Source: an optimization exercise on an open RTL-to-GDS flow (aim: a short achievable clock period and few clock cycles). Production flows keep margins and buffers that such runs may drop. In this exercise RTL edits were held to simulation tests only and were not proved equivalent to the original. Power is estimated from default activity; no workload was simulated.

P:
==> flow/design.v (excerpt) <==
module kill_search_engine #(
   parameter int MAX_DEPTH   = 9,
   parameter int MOVE_W      = 8,
   parameter int NODE_BUDGET = 4096
) (
   input  logic              i_clk,
   input  logic              i_rst,
   input  logic              i_start,
   input  logic              i_abort,
   input  logic [4:0]        i_depth,
   input  logic [1:0]        i_side,
   input  gobang_pkg::board_t i_board,
   output logic              o_q_valid,
   input  logic              i_q_ready,
   output gobang_pkg::board_t o_q_board,
   output logic [4:0]        o_q_level,
   output logic [MOVE_W-1:0] o_q_after,
   input  logic              i_r_valid,
   input  logic              i_r_found,
   input  logic [MOVE_W-1:0] i_r_move,
   input  logic              i_r_win,
   output logic              o_busy,
   output logic              o_finish,
   output logic              o_sha,
   output logic [MOVE_W-1:0] o_first_move,
   output logic              o_timeout
);
   localparam int                CELLS   = gobang_pkg::CELLS;
   localparam int                ROWS    = (CELLS + 15) / 16;
   localparam logic [MOVE_W-1:0] NOMV    = MOVE_W'(gobang_pkg::NO_MOVE);
   localparam logic [3:0]        LIM_MAX = 4'(MAX_DEPTH - 1);
   logic              qv_q, wt_q, fin_q, bad_q;
   logic              qv_d, wt_d, fin_d;
   logic              q_valid_q, busy_q, finish_q;
   logic              found_q, occupied_q;
   logic              sha_q, sha_d;
   logic [MOVE_W-1:0] first_q, first_d;
   logic              act_push_q, act_pop1_q, act_pop2_q;
  ...
clock: 7.0 ns
lec_check: 0
abc_clock_period_in_ps: 2000
cap_margin: 20
core_margin: 2
core_utilization: 40
setup_slack_margin: 4.5
slew_margin: 20
standard.sh (not shown) runs the stock make flow with config.mk's settings and CLKGATE_MAP_FILE= SYNTH_SCRIPT=/design/flow/synth_recipe.tcl, a recipe that flattens the netlist after the stock synthesis.
==> flow/flow/run.sh <==
#!/bin/bash
# Layout flow: the standard layout (standard.sh), unchanged except that
# buffer_ports puts a sky130_fd_sc_hd__buf_4 on every input and output port
# instead of the slow delay cell (clkdlybuf4s50_1) it picks by default.
# make's full output goes to standard_flow.log; ORFS keeps each step's log
# under orfs/logs as usual.
set -euo pipefail
bash standard.sh 'BUFFER_PORTS_ARGS=-buffer_cell sky130_fd_sc_hd__buf_4' finish \
   > standard_flow.log 2>&1
P went all the way through synthesis, placement and routing and the layout is clean on timing, DRC and antenna.
Testbench counts of P, summed over its fixed seeds: cycles 88,809.
Input-level comparison between Q and P:
--- a/flow/design.v
+++ b/flow/design.v
@@ -94,17 +94,16 @@
    output logic              o_timeout
 );
    localparam int                CELLS   = gobang_pkg::CELLS;
    localparam int                ROWS    = (CELLS + 15) / 16;
    localparam logic [MOVE_W-1:0] NOMV    = MOVE_W'(gobang_pkg::NO_MOVE);
    localparam logic [3:0]        LIM_MAX = 4'(MAX_DEPTH - 1);
    logic              qv_q, wt_q, fin_q, bad_q;
-   logic              qv_d, wt_d, fin_d;
+   logic              qv_d, wt_d, fin_d, bad_d;
    logic              q_valid_q, busy_q, finish_q;
-   logic              found_q, occupied_q;
    logic              sha_q, sha_d;
    logic [MOVE_W-1:0] first_q, first_d;
    logic              act_push_q, act_pop1_q, act_pop2_q;
    logic [MOVE_W-1:0] mv_q;
    logic [CELLS-1:0]  set0_q, set1_q, clr_q;
    logic [2*CELLS-1:0] board_q, board_v;  
    logic [3:0]        level_q, level_d, lim_q;
@@ -151,14 +150,15 @@
    assign pop1_ok1 = i_r_win || (at_lim_q && !atk);
    assign desc_ok1 = !i_r_win && !at_lim_q;
    assign next_ok1 = !i_r_win && at_lim_q && atk;
    always_comb begin
       qv_d    = qv_q;
       wt_d    = wt_q;
       fin_d   = 1'b0;
+      bad_d   = 1'b0;
       sha_d   = sha_q;
       first_d = first_q;
       if (idle) begin
          if (i_start) begin
             qv_d    = 1'b1;
             sha_d   = 1'b0;
             first_d = NOMV;
@@ -183,39 +183,39 @@
          end else if (i_r_valid) begin
             wt_d    = 1'b0;
             fin_d   = i_r_found ? fin_ok1 : (lvl0_q || lvl1_q);
             qv_d    = i_r_found ? !fin_ok1 : !(lvl0_q || lvl1_q);
             sha_d   = i_r_found ? fin_ok1 : lvl1_q;
             first_d = i_r_found ? (fin_ok1 ? i_r_move : NOMV) :
                                   (lvl1_q ? stk_top : NOMV);
+            bad_d   = i_r_found && !cell_empty;
          end
       end
    end
-   assign bad_q = found_q && occupied_q;
    always_ff @(posedge i_clk or posedge i_rst) begin
       if (i_rst) begin
          qv_q      <= 1'b0;
          wt_q      <= 1'b0;
          fin_q     <= 1'b0;
-         found_q   <= 1'b0;
+         bad_q     <= 1'b0;
          sha_q     <= 1'b0;
          first_q   <= NOMV;
          q_valid_q <= 1'b0;
          busy_q    <= 1'b0;
          finish_q  <= 1'b0;
       end else begin
          qv_q      <= qv_d;
          wt_q      <= wt_d;
          fin_q     <= fin_d;
-         found_q   <= resp && i_r_found;
+         bad_q     <= bad_d;
          sha_q     <= sha_d;
          first_q   <= first_d;
-         q_valid_q <= qv_d;
-         busy_q    <= qv_d || wt_d;
-         finish_q  <= fin_d;
+         q_valid_q <= qv_d && !bad_d;
+         busy_q    <= qv_d || wt_d || bad_d;
+         finish_q  <= fin_d && !bad_d;
       end
    end
    always_comb begin
       level_d = level_q;
       after_d = after_q;
       if (start) begin
          level_d = 4'd0;
@@ -259,15 +259,14 @@
    );
    assign lim_new = (int'(i_depth) >= MAX_DEPTH) ? 5'(LIM_MAX) : i_depth;
    always_ff @(posedge i_clk) begin
       act_push_q <= resp && i_r_found && desc_ok1;
       act_pop1_q <= resp && i_r_found && pop1_ok1;
       act_pop2_q <= (resp && !i_r_found) || bad_q;
       mv_q       <= i_r_move;
-      occupied_q <= !cell_empty;
       set0_q     <= {CELLS{resp && i_r_found && desc_ok1 && code[0]}} & mv_1h & empty;
       set1_q     <= {CELLS{resp && i_r_found && desc_ok1 && code[1]}} & mv_1h & empty;
       for (int i = 0; i < CELLS; i++)
          clr_q[i] <= (resp && i_r_found) ? (pop1_ok1 && stk_top_1h[i]) :
                      ((resp || bad_q) && (stk_top_1h[i] || stk_sec_1h[i]));
       redo_level_q <= lvl_dec2_q;
       redo_lvl0_q  <= lvl0_q;
@@ -286,17 +285,17 @@
          side_q   <= i_side;
       end else begin
          at_lim_q <= (level_d == lim_q);
          if (!bad_q)
             board_q <= board_v;
       end
    end
-   assign o_q_valid    = q_valid_q && !bad_q;
-   assign o_busy       = busy_q || bad_q;
-   assign o_finish     = finish_q && !bad_q;
+   assign o_q_valid    = q_valid_q;
+   assign o_busy       = busy_q;
+   assign o_finish     = finish_q;
    assign o_q_board    = board_v;
    assign o_q_level    = {1'b0, level_q};
    assign o_q_after    = after_q;
    assign o_sha        = sha_q;
    assign o_first_move = first_q;
    assign o_timeout    = 1'b0;
 endmodule
From P to Q the numbers moved as follows: sequential cell count saw little to no change; share of synthesized area spent on multiplexers went down by 0.24 points; first-pass GRT wire length rose about 0.4%.
In the tables for P and Q, final design area excluding fillers reads higher with Q.
Fmax: Q higher than P
Compared Q vs P, and power is down in Q.
Largest fanout on the critical path was lower in the run labelled Q.
Compared with P, Q shows a higher tapcell count.
Re post-route clock period utilization: P and Q aren't equal, and the lower value belongs to Q.
P → Q: cell count after placement has increased; non-clock inverter instance count of the final layout rose by 11.
Testbench counts of Q, summed over its fixed seeds: cycles 88,809.


== ember ==
kill_search_engine, a different RTL version from the one above (not shown whole).
Size in the first run: ~3400 cells after synthesis, roughly 580 flip-flops, roughly 950 I/O pins.
Design kill_search_engine, start of the top module:
module kill_search_engine #(
   parameter int MAX_DEPTH   = 9,
   parameter int MOVE_W      = 8,
   parameter int NODE_BUDGET = 4096
) (
   input  logic              i_clk,
   input  logic              i_rst,
   input  logic              i_start,
   input  logic              i_abort,
   input  logic [4:0]        i_depth,
   input  logic [1:0]        i_side,
   input  gobang_pkg::board_t i_board,
   output logic              o_q_valid,
   input  logic              i_q_ready,
   output gobang_pkg::board_t o_q_board,
   output logic [4:0]        o_q_level,
   output logic [MOVE_W-1:0] o_q_after,
   input  logic              i_r_valid,
   input  logic              i_r_found,
   input  logic [MOVE_W-1:0] i_r_move,
   input  logic              i_r_win,
   output logic              o_busy,
   output logic              o_finish,
   output logic              o_sha,
   output logic [MOVE_W-1:0] o_first_move,
   output logic              o_timeout
);
clock: 7.0 ns
lec_check: 0
abc_clock_period_in_ps: 2000
cap_margin: 20
cell_pad_in_sites_detail_placement: 1
cell_pad_in_sites_global_placement: 2
core_margin: 2
core_utilization: 30
setup_slack_margin: 5.0
slew_margin: 20
Scripts as last shown in full above: flow/flow/run.sh
Per the final summary, ember finished and its layout is clean on timing, DRC and antenna.
Testbench counts of ember, summed over its fixed seeds: cycles 88,809.
diff inputs: ember => lagoon
diff --git a/flow/design.v b/flow/design.v
--- a/flow/design.v
+++ b/flow/design.v
@@ -30,27 +30,44 @@
    output logic [W-1:0] o_top,
    output logic [W-1:0] o_sec,
    output logic [N-1:0] o_top_1h,
    output logic [N-1:0] o_sec_1h
 );
    logic [DEPTH-1:0][W-1:0] mem_q, mem_d;
-   assign o_top = mem_q[0];
-   assign o_sec = mem_q[1];
+   logic [N-1:0]            top_1h_q, sec_1h_q;
+   logic [N-1:0]            data_1h, third_1h, fourth_1h;
+   assign o_top    = mem_q[0];
+   assign o_sec    = mem_q[1];
+   assign o_top_1h = top_1h_q;
+   assign o_sec_1h = sec_1h_q;
    always_comb begin
       for (int i = 0; i < N; i++) begin
-         o_top_1h[i] = (mem_q[0] == W'(i));
-         o_sec_1h[i] = (mem_q[1] == W'(i));
+         data_1h[i]   = (i_data == W'(i));
+         third_1h[i]  = (mem_q[2] == W'(i));
+         fourth_1h[i] = (mem_q[3] == W'(i));
       end
    end
    always_comb begin
       mem_d = mem_q;
       if (i_push)      mem_d = {mem_q[DEPTH-2:0], i_data};
       else if (i_pop1) mem_d = {{W{1'b1}}, mem_q[DEPTH-1:1]};
       else if (i_pop2) mem_d = {{2*W{1'b1}}, mem_q[DEPTH-1:2]};
    end
-   always_ff @(posedge i_clk) mem_q <= mem_d;
+   always_ff @(posedge i_clk) begin
+      mem_q <= mem_d;
+      if (i_push) begin
+         top_1h_q <= data_1h;
+         sec_1h_q <= top_1h_q;
+      end else if (i_pop1) begin
+         top_1h_q <= sec_1h_q;
+         sec_1h_q <= third_1h;
+      end else if (i_pop2) begin
+         top_1h_q <= third_1h;
+         sec_1h_q <= fourth_1h;
+      end
+   end
 endmodule
 module kill_search_engine #(
    parameter int MAX_DEPTH   = 9,
    parameter int MOVE_W      = 8,
    parameter int NODE_BUDGET = 4096
 ) (
@@ -78,15 +95,14 @@
 );
    localparam int                CELLS   = gobang_pkg::CELLS;
    localparam int                ROWS    = (CELLS + 15) / 16;
    localparam logic [MOVE_W-1:0] NOMV    = MOVE_W'(gobang_pkg::NO_MOVE);
    localparam logic [3:0]        LIM_MAX = 4'(MAX_DEPTH - 1);
    logic              qv_q, wt_q, fin_q, bad_q;
-   logic              qv_d, wt_d, fin_d;
+   logic              qv_d, wt_d, fin_d, bad_d;
    logic              q_valid_q, busy_q, finish_q;
-   logic              found_q, occupied_q;
    logic              sha_q, sha_d;
    logic [MOVE_W-1:0] first_q, first_d;
    logic              act_push_q, act_pop1_q, act_pop2_q;
    logic [MOVE_W-1:0] mv_q;
    logic [2*CELLS-1:0] board_q, board_d;  
    logic [3:0]        level_q, level_d, lim_q;
@@ -135,12 +151,13 @@
    assign desc_ok1 = !i_r_win && !at_lim_q;
    assign next_ok1 = !i_r_win && at_lim_q && atk;
    always_comb begin
       qv_d    = qv_q;
       wt_d    = wt_q;
       fin_d   = 1'b0;
+      bad_d   = 1'b0;
       sha_d   = sha_q;
       first_d = first_q;
       if (idle) begin
          if (i_start) begin
             qv_d    = 1'b1;
             sha_d   = 1'b0;
@@ -167,37 +184,37 @@
             wt_d    = 1'b0;
             fin_d   = i_r_found ? fin_ok1 : (lvl0_q || lvl1_q);
             qv_d    = i_r_found ? !fin_ok1 : !(lvl0_q || lvl1_q);
             sha_d   = i_r_found ? fin_ok1 : lvl1_q;
             first_d = i_r_found ? (fin_ok1 ? i_r_move : NOMV) :
                                   (lvl1_q ? stk_top : NOMV);
+            bad_d   = i_r_found && !cell_empty;
          end
       end
    end
-   assign bad_q = found_q && occupied_q;
    always_ff @(posedge i_clk or posedge i_rst) begin
       if (i_rst) begin
          qv_q      <= 1'b0;
          wt_q      <= 1'b0;
          fin_q     <= 1'b0;
-         found_q   <= 1'b0;
+         bad_q     <= 1'b0;
          sha_q     <= 1'b0;
          first_q   <= NOMV;
          q_valid_q <= 1'b0;
          busy_q    <= 1'b0;
          finish_q  <= 1'b0;
       end else begin
          qv_q      <= qv_d;
          wt_q      <= wt_d;
          fin_q     <= fin_d;
-         found_q   <= resp && i_r_found;
+         bad_q     <= bad_d;
          sha_q     <= sha_d;
          first_q   <= first_d;
-         q_valid_q <= qv_d;
-         busy_q    <= qv_d || wt_d;
-         finish_q  <= fin_d;
+         q_valid_q <= qv_d && !bad_d;
+         busy_q    <= qv_d || wt_d || bad_d;
+         finish_q  <= fin_d && !bad_d;
       end
    end
    always_comb begin
       level_d = level_q;
       after_d = after_q;
       if (start) begin
@@ -253,13 +270,12 @@
    assign lim_new = (int'(i_depth) >= MAX_DEPTH) ? 5'(LIM_MAX) : i_depth;
    always_ff @(posedge i_clk) begin
       act_push_q <= set_ok1;
       act_pop1_q <= resp && i_r_found && pop1_ok1;
       act_pop2_q <= (resp && !i_r_found) || bad_q;
       mv_q       <= i_r_move;
-      occupied_q <= !cell_empty;
       redo_level_q <= lvl_dec2_q;
       redo_lvl0_q  <= lvl0_q;
       redo_lvl1_q  <= lvl1_q;
       level_q    <= level_d;
       lvl_inc_q  <= level_d + 4'd1;
       lvl_dec_q  <= level_d - 4'd1;
@@ -273,15 +289,15 @@
          lim_q    <= lim_new[3:0];
          side_q   <= i_side;
       end else begin
          at_lim_q <= (level_d == lim_q);
       end
    end
-   assign o_q_valid    = q_valid_q && !bad_q;
-   assign o_busy       = busy_q || bad_q;
-   assign o_finish     = finish_q && !bad_q;
+   assign o_q_valid    = q_valid_q;
+   assign o_busy       = busy_q;
+   assign o_finish     = finish_q;
    assign o_q_board    = board_q;
    assign o_q_level    = {1'b0, level_q};
    assign o_q_after    = after_q;
    assign o_sha        = sha_q;
    assign o_first_move = first_q;
    assign o_timeout    = 1'b0;
==> summary.txt <==
- Diff ember -> lagoon | least setup slack across all paths after layout | increase of 0.19 ns
- For achievable frequency, dividing the value from lagoon by the value from ember gives 1.06.
- ember and lagoon ended up with roughly the same quantity of I/O buffers inserted on ports.
- Compared with ember, in lagoon area of all sequential standard cells picked up an extra 100%, worst setup slack after placement -0.58 ns, global routing met3 resource utilization climbed 0.78 points, tightest slew margin relative to the limit moved down.
- Summary of lagoon over ember: number of gates resized after CTS has increased; final cell count without fillers picked up an extra 3249.
- Against ember as the reference, lagoon delivers a higher clock network power share.
- Post-detailed-routing wire length in lagoon is 180000 um above ember.
- Going from ember to lagoon, overall global routing resource usage went down 1.4 points; design area went up 68%.
- When the final numbers for lagoon and ember were put side by side, the critical path depth turned out to be smaller in ember.
Testbench counts of lagoon, summed over its fixed seeds: cycles 88,809.


== the baseline ==
kill_search_engine, a different RTL version from the one above (not shown whole).
Size: roughly 5700 cells after synthesis, ~1000 flip-flops, ~51000 um^2 of cells after synthesis.
==> flow/config.mk <==
export PLATFORM = sky130hd
export DESIGN_NAME = kill_search_engine
export DESIGN_NICKNAME = kill_search_engine
export VERILOG_FILES = /design/flow/design.v
export SDC_FILE = /design/flow/constraint.sdc
export NUM_CORES = 4
export LEC_CHECK = 0
export ABC_CLOCK_PERIOD_IN_PS = 2000
export CAP_MARGIN = 20
export CELL_PAD_IN_SITES_DETAIL_PLACEMENT = 1
export CELL_PAD_IN_SITES_GLOBAL_PLACEMENT = 2
export CORE_MARGIN = 2
export CORE_UTILIZATION = 30
export SETUP_SLACK_MARGIN = 5.0
export SLEW_MARGIN = 20
==> flow/constraint.sdc <==
create_clock -name core_clock -period 7.0 [get_ports {i_clk}]
set_input_delay 1.4000 -clock core_clock [delete_from_list [all_inputs] [get_ports {i_clk}]]
set_output_delay 1.4000 -clock core_clock [all_outputs]
set_load 0.01 [all_outputs]
Scripts as last shown in full above: flow/flow/run.sh
Testbench counts of the baseline, summed over its fixed seeds: cycles 88,809.
The inputs of the candidate differ from those of the baseline as listed below.
-- flow/design.v --
<<< the baseline, line 259
   ) u_stack (
      .i_clk    (i_clk),
      .i_push   (act_push_q),
      .i_pop1   (act_pop1_q),
      .i_pop2   (act_pop2_q),
      .i_data   (mv_q),
      .o_top    (stk_top),
>>> the candidate, line 259
   ) u_stack (
      .i_clk    (i_clk),
      .i_push   (act_push_q && !bad_q),
      .i_pop1   (act_pop1_q && !bad_q),
      .i_pop2   (act_pop2_q && !bad_q),
      .i_data   (mv_q),
      .o_top    (stk_top),
<<< the baseline, line 270
   assign lim_new = (int'(i_depth) >= MAX_DEPTH) ? 5'(LIM_MAX) : i_depth;
   always_ff @(posedge i_clk) begin
      act_push_q <= set_ok1 && cell_empty;
      act_pop1_q <= resp && i_r_found && pop1_ok1 && cell_empty;
      act_pop2_q <= (resp && !i_r_found) || bad_q;
      mv_q       <= i_r_move;
>>> the candidate, line 270
   assign lim_new = (int'(i_depth) >= MAX_DEPTH) ? 5'(LIM_MAX) : i_depth;
   always_ff @(posedge i_clk) begin
      act_push_q <= set_ok1;
      act_pop1_q <= resp && i_r_found && pop1_ok1;
      act_pop2_q <= (resp && !i_r_found) || bad_q;
      mv_q       <= i_r_move;
--- outcome ---
[the candidate] transition at the pin with the smallest max-transition slack rose 0.11 ns relative to the baseline
Sum of met3 wire segment lengths after detailed routing: the candidate > the baseline
The candidate packs its core tighter than the baseline.
Per the comparison of the candidate with the baseline, aggregate routed wire length now larger, power share of the clock group went up 1.5 points.
Testbench counts of the candidate, summed over its fixed seeds: cycles 88,809.

==> re-timing with driven ports <==
In the flow no input, the clock included, has a driving cell. The finished layouts below were timed again as built, in two steps. Step 1 assumes that a clkbuf_16 drives the clock port and a buf_2 every other input. Step 2 also shifts input and output timing later by t, the mid clock arrival at the registers, as if the neighbouring blocks saw the same clock. a / b / c = ideal / step 1 / step 2; a / b = the first two.
| run | shift t [ns] | setup slack, ns | clock arrival spread, ns | worst register clock-pin slew, ns | worst data-port slew with drivers (ns) |
|---|---|---|---|---|---|
| P | 0.933 | 3.694 / 3.555 / 2.621 | 0.077 / 0.077 | 0.07 / 0.07 | 0.27 |
| Q | 0.919 | 3.816 / 3.600 / 2.681 | 0.074 / 0.074 | 0.07 / 0.07 | 0.40 |
| ember | 0.720 | 3.566 / 3.409 / 2.689 | 0.026 / 0.026 | 0.07 / 0.07 | 0.32 |
| lagoon | 0.891 | 3.758 / 3.389 / 2.499 | 0.029 / 0.029 | 0.08 / 0.08 | 0.59 |
| the baseline | 0.890 | 3.780 / 3.693 / 2.810 | 0.031 / 0.032 | 0.06 / 0.06 | 0.51 |
| the candidate | 0.889 | 3.859 / 3.728 / 2.838 | 0.045 / 0.045 | 0.07 / 0.07 | 0.32 |
After both steps every run listed still meets setup and hold. For lagoon, which loses most, drivers alone change the setup slack by -0.369 ns; drivers and shift together by -1.259 ns.
